From an optimization exercise on the open Yosys and OpenROAD flow, aimed at small area, a short achievable clock period and few clock cycles per item; shortcuts taken in it are not production practice. Where RTL was checked, it was by simulation tests only, not by an equivalence proof against the original. No activity file was given, so power comes from the tool's default toggle rates.

## conv_accel_top
module conv_accel_top (
    input  logic                       clk,
    input  logic                       rst,
    input  logic                       req_valid_i,
    input  logic [1:0]                 req_op_i,
    input  logic                       req_imm_i,
    input  logic [cnn_pkg::DATA_W-1:0] req_rj_i,
    input  logic [cnn_pkg::DATA_W-1:0] req_rk_i,
    output logic                       req_ready_o,
    output logic                       rsp_valid_o,
    output logic                       mem_valid_o,
    input  logic                       mem_ready_i,
    output logic [cnn_pkg::DATA_W-1:0] mem_addr_o,
    output logic                       mem_read_o,
    output logic [cnn_pkg::DATA_W-1:0] mem_wdata_o,
    input  logic                       mem_rsp_valid_i,
    input  logic [cnn_pkg::DATA_W-1:0] mem_rsp_rdata_i
);
clock: 10.0 ns
lec_check: 0
abc_clock_period_in_ps: 3500
cap_margin: 20
core_margin: 2
core_utilization: 40
setup_slack_margin: 5
slew_margin: 20
run.sh (not shown) runs the stock make flow with config.mk's settings and CLKGATE_MAP_FILE= SYNTH_SCRIPT=/design/flow/synth_recipe.tcl, a recipe that flattens the netlist after the stock synthesis.
Next try:
- ABC_CLOCK_PERIOD_IN_PS: 3500 -> unset
The new run finished with timing, DRC and antenna clean.
Cell area stays the same.
Combinational power barely changes.
Hold slack stays the same.
Setup slack is unchanged.
Register-to-register slack hardly moves.
Wire length stays the same.
Maximum frequency stays the same.
Via count does not change.
Clock power hardly moves.
Core utilization stays the same.
No functional check of the RTL was part of any run of this note.

conv_accel_top, a different RTL version from the one above (not shown whole).
Size: about 3500 cells after synthesis, ~170 I/O pins, ~0.043 mm2 of cells after synthesis.
Settings: LEC_CHECK=0, CAP_MARGIN=10, CORE_MARGIN=2, CORE_UTILIZATION=40, SLEW_MARGIN=10; clock period 10.0 ns.
standard.sh (not shown) runs the stock make flow with config.mk's settings and CLKGATE_MAP_FILE= SYNTH_SCRIPT=/design/flow/synth_recipe.tcl, a recipe that flattens the netlist after the stock synthesis.
==> flow/flow/run.sh <==
#!/bin/bash
# Standard layout; ports buffered with a plain buffer, free cell resizing, and
# timing repair aiming past the 10 ns clock's slack.
set -euo pipefail
bash standard.sh SETUP_SLACK_MARGIN=6.6 MATCH_CELL_FOOTPRINT=0 "BUFFER_PORTS_ARGS=-buffer_cell sky130_fd_sc_hd__buf_1" finish > make_finish.log 2>&1
Testbench counts at the start, summed over its fixed seeds: cycles 8,990, items 2,528.
Next try:
--- a/flow/config.mk
+++ b/flow/config.mk
@@ -6,6 +6,6 @@
 export NUM_CORES = 4
 export LEC_CHECK = 0
-export CAP_MARGIN = 10
+export CAP_MARGIN = 20
 export CORE_MARGIN = 2
-export CORE_UTILIZATION = 40
-export SLEW_MARGIN = 10
+export CORE_UTILIZATION = 55
+export SLEW_MARGIN = 20
Register-to-register slack degrades by 120 ps.
Sequential power came out lower by about 0.9%.
Clock skew decreases by 16 ps.
Via count goes up by about 2.8%.
Maximum frequency shrinks by 2.8%.
Global-route usage climbs by 8.6 points.
Flip-flop and latch count does not change.
Count of clock-buffer cells in the layout decreases by 5.
Die area goes down by about 27%.
Routed wire length rose by 5.2%.
Total power goes down by about 0.6%.
Next try:
==> flow/flow/run.sh (replaced) <==
#!/bin/bash
# Standard layout; ports buffered with a plain buffer, free cell resizing, and
# timing repair aiming past the 10 ns clock's slack.
set -euo pipefail
bash standard.sh SETUP_SLACK_MARGIN=6.7 MATCH_CELL_FOOTPRINT=0 "BUFFER_PORTS_ARGS=-buffer_cell sky130_fd_sc_hd__buf_1" finish > make_finish.log 2>&1
--- a/flow/config.mk
+++ b/flow/config.mk
@@ -6,6 +6,6 @@
 export NUM_CORES = 4
 export LEC_CHECK = 0
-export CAP_MARGIN = 20
+export CAP_MARGIN = 10
 export CORE_MARGIN = 2
-export CORE_UTILIZATION = 55
-export SLEW_MARGIN = 20
+export CORE_UTILIZATION = 40
+export SLEW_MARGIN = 10
The new run ran to the end with no violations.
Critical path depth drops by 10.
Worst hold slack barely changes.
Sequential cell count is unchanged.
Non-clock buffer count is higher by 22.
Clock-buffer cell count came out lower by 5.
Power grows by about 1.8%.
Worst setup slack improved by 170 ps.
Maximum frequency climbs by about 5.3%.
Routed wire length is lower by about 1%.
Core utilization went down by 16 points.
Next try:
==> flow/flow/run.sh (replaced) <==
#!/bin/bash
# Standard layout; ports buffered with a plain buffer, free cell resizing, and
# timing repair aiming past the 10 ns clock's slack.
set -euo pipefail
bash standard.sh SETUP_SLACK_MARGIN=6.6 MATCH_CELL_FOOTPRINT=0 "BUFFER_PORTS_ARGS=-buffer_cell sky130_fd_sc_hd__buf_1" finish > make_finish.log 2>&1
--- a/flow/config.mk
+++ b/flow/config.mk
@@ -6,6 +6,6 @@
 export NUM_CORES = 4
 export LEC_CHECK = 0
-export CAP_MARGIN = 10
+export CAP_MARGIN = 20
 export CORE_MARGIN = 2
 export CORE_UTILIZATION = 40
-export SLEW_MARGIN = 10
+export SLEW_MARGIN = 20
Power barely changes.
Wire length falls by about 3.7%.
Cell area is lower by about 1.4%.
Next try:
--- a/flow/config.mk
+++ b/flow/config.mk
@@ -6,6 +6,6 @@
 export NUM_CORES = 4
 export LEC_CHECK = 0
-export CAP_MARGIN = 20
+export CAP_MARGIN = 5
 export CORE_MARGIN = 2
 export CORE_UTILIZATION = 40
-export SLEW_MARGIN = 20
+export SLEW_MARGIN = 5
Result: Sequential share of layout area rises by 0.11 points; global-route usage stays flat; sequential power barely changes; fmax rises slightly; wire length falls slightly; register-to-register slack gains 40 ps; area after synthesis is unchanged.
Next try:
==> flow/flow/run.sh (replaced) <==
#!/bin/bash
# Standard layout; ports buffered with a plain buffer, free cell resizing, and
# timing repair aiming past the 10 ns clock's slack.
set -euo pipefail
bash standard.sh SETUP_SLACK_MARGIN=6.6 MATCH_CELL_FOOTPRINT=0 "BUFFER_PORTS_ARGS=-buffer_cell sky130_fd_sc_hd__buf_4" finish > make_finish.log 2>&1
--- a/flow/config.mk
+++ b/flow/config.mk
@@ -6,6 +6,6 @@
 export NUM_CORES = 4
 export LEC_CHECK = 0
-export CAP_MARGIN = 5
+export CAP_MARGIN = 20
 export CORE_MARGIN = 2
 export CORE_UTILIZATION = 40
-export SLEW_MARGIN = 5
+export SLEW_MARGIN = 20
After rerunning: Register-to-register slack barely changes; via count came out lower by 0.92%; routed wire length came out higher by 0.38%; design area goes up by 1.2%; global-route usage is about the same; sequential cell count is unchanged; non-clock buffer count rose by 5; area after synthesis stays the same; fmax is lower by 0.71%; total power is higher by 0.42%; worst setup slack loses 24 ps.

Setup of run A:
conv_accel_top, a different RTL version from the one above (not shown whole).
Size in the first run: about 4100 cells after synthesis, ~840 flip-flops, roughly 46000 um^2 of cells after synthesis.
==> flow/design.v (excerpt) <==
module conv_accel_top (
    input  logic                       clk,
    input  logic                       rst,
    input  logic                       req_valid_i,
    input  logic [1:0]                 req_op_i,
    input  logic                       req_imm_i,
    input  logic [cnn_pkg::DATA_W-1:0] req_rj_i,
    input  logic [cnn_pkg::DATA_W-1:0] req_rk_i,
    output logic                       req_ready_o,
    output logic                       rsp_valid_o,
    output logic                       mem_valid_o,
    input  logic                       mem_ready_i,
    output logic [cnn_pkg::DATA_W-1:0] mem_addr_o,
    output logic                       mem_read_o,
    output logic [cnn_pkg::DATA_W-1:0] mem_wdata_o,
    input  logic                       mem_rsp_valid_i,
    input  logic [cnn_pkg::DATA_W-1:0] mem_rsp_rdata_i
);
clock: 10.0 ns
lec_check: 0
cap_margin: 20
core_margin: 2
core_utilization: 40
slew_margin: 20
==> flow/flow/run.sh <==
#!/bin/bash
# Standard layout; ports buffered with a plain buffer, free cell resizing, and
# timing repair aiming past the 10 ns clock's slack.
set -euo pipefail
bash standard.sh SETUP_SLACK_MARGIN=6.8 MATCH_CELL_FOOTPRINT=0 "BUFFER_PORTS_ARGS=-buffer_cell sky130_fd_sc_hd__buf_4" finish > make_finish.log 2>&1
Modified inputs, run B compared to run A
- CORE_UTILIZATION changed from 40 to 60
- PLACE_DENSITY newly set to 0.75
==> comparison <==
For run A and run B, there was not a single run that failed to finish clean.
Going from run A to run B, final period demand of the worst path grows by 0.025 ns.
A launching instance or port of the critical path of busy_q is what run A shows, while twoa_q[10] belongs to run B.
Between run A and run B, the flow reports non-clock buffer count decreasing by a few percent.
Of the two values seen for critical path endpoint, req_ready_o was produced by run A and mid_q[118] by run B.
Final cell count (run B / run A): 0.913
Diff run A -> run B: achievable clock frequency fell 0.74%; cell count along the critical path rose 9; wire length of the first global-routing pass fell about 3%; global-route met1 utilization rose 12 points.
Input changes introduced in run C (baseline for comparison: run B):
- CORE_UTILIZATION: 60 -> 40
- CTS_CLUSTER_SIZE: unset -> 30
- CTS_BUF_LIST: unset -> sky130_fd_sc_hd__clkbuf_8
- PLACE_DENSITY: 0.75 -> unset
- Routed wire length deteriorates in run C relative to run B.
- Lower worst setup slack was reported by run C, not run B.
- Summary of run C over run B: period utilization went up by 0.98 points; footprint of the multi-input gates was more or less identical.
- The post-layout minimum cycle time in run C sits 0.098 ns above the value recorded for run B.
- Run comparison: run C endpoint of the worst setup timing path req_ready_o; run B endpoint of the worst setup timing path mid_q[118]
No run of this note included a check of the RTL's function; only the layout flow was run.

Another version of the RTL of conv_accel_top (not shown whole).
Size in the first run: ~840 flip-flops, about 170 I/O pins, ~46000 µm² of cells after synthesis.
clock: 10.0 ns
lec_check: 0
cap_margin: 20
core_margin: 2
core_utilization: 40
slew_margin: 20
Scripts as last shown in full above: flow/flow/run.sh
The first run produced a clean layout.
Testbench counts at the start, summed over its fixed seeds: cycles 8,990, items 2,528.
Rerun with:
==> flow/flow/run.sh (replaced) <==
#!/bin/bash
# Standard layout; ports buffered with a plain buffer, free cell resizing, and
# timing repair aiming past the 10 ns clock's slack.
set -euo pipefail
bash standard.sh SETUP_SLACK_MARGIN=6.6 MATCH_CELL_FOOTPRINT=0 "BUFFER_PORTS_ARGS=-buffer_cell sky130_fd_sc_hd__buf_4" finish > make_finish.log 2>&1
After rerunning:
- cell count falls by 1.1%
- cell area falls by 2.6%
- total power falls by 0.89%
- synthesized cell count stays the same
- maximum frequency falls by about 1.4%
- core utilization falls by 1.2 points
- setup slack gets worse by 48 ps
- area after synthesis does not change
Rerun with:
CTS_BUF_LIST = sky130_fd_sc_hd__clkbuf_8   (was default)
Effect: Utilization rose by 0.32 points; synthesized cell count stays the same; clock-buffer cell count rose by 48; design area rose by 0.70%; die area stays the same; worst setup slack loses 100 ps; maximum frequency fell by 2.9%; clock skew rose by 9.1 ps; via count rose by 1.8%; non-clock buffer count rose by 31; total power fell by 1.6%.

Setup of job 4150:
conv_accel_top, a different RTL version from the one above (not shown whole).
For scale: about 3500 cells after synthesis, about 170 I/O pins, ~0.039 mm² of cells after synthesis.
Settings: LEC_CHECK=0, CAP_MARGIN=20, CORE_MARGIN=2, CORE_UTILIZATION=40, SLEW_MARGIN=20; clock period 10.0 ns.
run.sh (not shown) runs the stock make flow with config.mk's settings and CLKGATE_MAP_FILE= SYNTH_SCRIPT=/design/flow/synth_recipe.tcl, a recipe that flattens the netlist after the stock synthesis.
Stock flow here: none of the scripts above is used.
Testbench counts of job 4150, summed over its fixed seeds: cycles 8,785, items 2,528.
### job 4150 -> job 6867
Settings: SETUP_SLACK_MARGIN: unset -> 5.
--- outcome ---
Taking job 6867 as 1.0, job 4150 lands at 0.67 on non-clock buffer count. Total power: job 6867 vs job 4150 up 5.0%. Logic depth of the worst register-to-register path: job 6867 vs job 4150 identical. Job 6867 vs job 4150: number of nets at the end of the flow up in job 6867.
> inputs changed (job 6867 -> job 302)
Settings: SETUP_SLACK_MARGIN removed (was 5).
==> flow/flow/run.sh (new file) <==
#!/bin/bash
# Standard layout, with timing repair aiming past the 10 ns clock's slack.
set -euo pipefail
bash standard.sh SETUP_SLACK_MARGIN=5.5 finish > make_finish.log 2>&1
==> flow/standard.sh (new file) <==
#!/bin/bash
# synth_recipe.tcl (not shown) runs the flow's synth.tcl, then flattens the netlist and writes it again
# the make line also repeats each setting of config.mk as NAME=value (left out here)
make -C /OpenROAD-flow-scripts/flow DESIGN_CONFIG=/design/flow/config.mk WORK_HOME=/design/flow/orfs CLKGATE_MAP_FILE= SYNTH_SCRIPT=/design/flow/synth_recipe.tcl "${@:-finish}"
removed: flow/run.sh
## What came out
The flow did not stop early for job 302: all stages ran, and the layout cleared the timing, design-rule and antenna checks.
Of job 6867 and job 302, the higher post-synthesis to final-layout area growth belongs to job 302.
Wire length the detailed router placed on met1: job 302 vs job 6867 down about 1.6%
Sequential power delta (job 6867 -> job 302): insignificant
Higher count of clock-buffer cells in the layout among job 6867 and job 302: job 302
The count of cell instances traversed by the critical path in job 6867 is 0.920 times that in job 302.
Lower number of diodes goes to job 6867 over job 302.
Share of the clock period used by the worst path after layout was higher in job 302 than in job 6867.
Job 6867 and job 302 ended up with roughly the same global routing usage summed across all routing layers.

== epsilon ==
conv_accel_top, a different RTL version from the one above (not shown whole).
Size: roughly 840 flip-flops, about 170 I/O pins, about 46000 um2 of cells after synthesis.
// conv_accel_top
module conv_accel_top (
    input  logic                       clk,
    input  logic                       rst,
    input  logic                       req_valid_i,
    input  logic [1:0]                 req_op_i,
    input  logic                       req_imm_i,
    input  logic [cnn_pkg::DATA_W-1:0] req_rj_i,
    input  logic [cnn_pkg::DATA_W-1:0] req_rk_i,
    output logic                       req_ready_o,
    output logic                       rsp_valid_o,
    output logic                       mem_valid_o,
    input  logic                       mem_ready_i,
    output logic [cnn_pkg::DATA_W-1:0] mem_addr_o,
    output logic                       mem_read_o,
    output logic [cnn_pkg::DATA_W-1:0] mem_wdata_o,
    input  logic                       mem_rsp_valid_i,
    input  logic [cnn_pkg::DATA_W-1:0] mem_rsp_rdata_i
);
    localparam int DW = cnn_pkg::DATA_W;
    localparam int AW = cnn_pkg::ADDR_W;
    localparam int LW = cnn_pkg::LEN_W;
    localparam int S  = cnn_pkg::WIN_WORDS;
    localparam int PW = cnn_pkg::POS_W;
    localparam int MB = cnn_pkg::MID_BITS;
  ...
==> flow/config.mk <==
export PLATFORM = sky130hd
export DESIGN_NAME = conv_accel_top
export DESIGN_NICKNAME = conv_accel_top
export VERILOG_FILES = /design/flow/design.v
export SDC_FILE = /design/flow/constraint.sdc
export NUM_CORES = 4
export LEC_CHECK = 0
export CAP_MARGIN = 20
export CORE_MARGIN = 2
export CORE_UTILIZATION = 40
export SLEW_MARGIN = 20
==> flow/constraint.sdc <==
create_clock -name core_clock -period 10.0 [get_ports {clk}]
set_input_delay 2.0000 -clock core_clock [delete_from_list [all_inputs] [get_ports {clk}]]
set_output_delay 2.0000 -clock core_clock [all_outputs]
set_load 0.01 [all_outputs]
standard.sh (not shown) runs the stock make flow with config.mk's settings and CLKGATE_MAP_FILE= SYNTH_SCRIPT=/design/flow/synth_recipe.tcl, a recipe that flattens the netlist after the stock synthesis.
==> flow/flow/run.sh <==
#!/bin/bash
# Standard layout; ports buffered with a plain buffer, free cell resizing, and
# timing repair aiming past the 10 ns clock's slack.
set -euo pipefail
bash standard.sh SETUP_SLACK_MARGIN=7.0 MATCH_CELL_FOOTPRINT=0 "BUFFER_PORTS_ARGS=-buffer_cell sky130_fd_sc_hd__buf_4" finish > make_finish.log 2>&1
diff inputs: epsilon => beta
Settings: CAP_MARGIN changed from 20 to 10; CTS_BUF_LIST newly set to sky130_fd_sc_hd__clkbuf_8; SLEW_MARGIN changed from 20 to 10.
==> flow/flow/run.sh <==
#!/bin/bash
# Standard layout; ports buffered with a plain buffer, free cell resizing, and
# timing repair aiming past the 10 ns clock's slack.
set -euo pipefail
bash standard.sh SETUP_SLACK_MARGIN=6.8 MATCH_CELL_FOOTPRINT=0 "BUFFER_PORTS_ARGS=-buffer_cell sky130_fd_sc_hd__buf_4" finish > make_finish.log 2>&1
Results
Compared with epsilon, beta shows clock share of power lower by 0.9 points. beta gives less fraction of final layout cells with drive strength greater than 1 than epsilon did. Lower post-route clock period utilization was reported by epsilon, not beta. [compare] base=epsilon new=beta: setup slack of the most critical reg-to-reg path went up by 0.02 ns; number of H-tree levels increased by 1 relative to the old numbers; shortest clock period the worst path allows after layout now sits higher. Die area: epsilon vs beta identical.
Function was not checked in any run of this note: the RTL went through the layout flow alone.

## afterwards: timing with drivers on the ports
In the flow no input, the clock included, has a driving cell. The finished layouts below were timed again as built, in two steps. Step 1 (the two cells are an assumption about what drives the block):
set clk [get_ports {clk}]
set_driving_cell -lib_cell sky130_fd_sc_hd__clkbuf_16 $clk
set_driving_cell -lib_cell sky130_fd_sc_hd__buf_2 [delete_from_list [all_inputs] $clk]
Step 2 adds t to the input delays and takes it off the output delays; t is the mean of the earliest and latest rising clock arrival at the registers after step 1. Input paths then give back, and output paths get back, about the clock's delay inside the block. Three values: ideal ports, drivers, drivers and shift; two values: the first two.
run	t, ns	setup WS [ns]	pins driven straight from the clock port
the first run of note 1	0.742	5.380 / 5.380 / 4.771	1
the second run of note 1	0.742	5.380 / 5.380 / 4.771	1
the first run of note 2	0.734	6.658 / 6.588 / 6.009	1
the second run of note 2	0.708	6.563 / 6.563 / 5.990	1
the third run of note 2	0.737	6.737 / 6.669 / 6.072	1
the fourth run of note 2	0.732	6.643 / 6.602 / 5.970	1
the fifth run of note 2	0.734	6.658 / 6.588 / 6.009	1
the sixth run of note 2	0.728	6.634 / 6.578 / 5.946	1
run A	0.755	6.654 / 6.580 / 5.909	1
run B	0.722	6.629 / 6.629 / 5.982	1
run C	0.887	6.531 / 6.455 / 5.957	1
the first run of note 4	0.744	6.683 / 6.614 / 5.996	1
the second run of note 4	0.746	6.635 / 6.562 / 5.977	1
the third run of note 4	0.895	6.533 / 6.464 / 5.885	1
job 4150	0.699	2.156 / 2.156 / 2.156	1
job 6867	0.706	3.935 / 3.935 / 3.935	1
job 302	0.708	3.489 / 3.489 / 3.489	1
epsilon	0.752	6.556 / 6.556 / 5.842	1
beta	0.862	6.512 / 6.437 / 5.678	1
After both steps every run listed still meets setup and hold. For beta, which loses most, drivers alone change the setup slack by -0.075 ns; drivers and shift together by -0.834 ns.
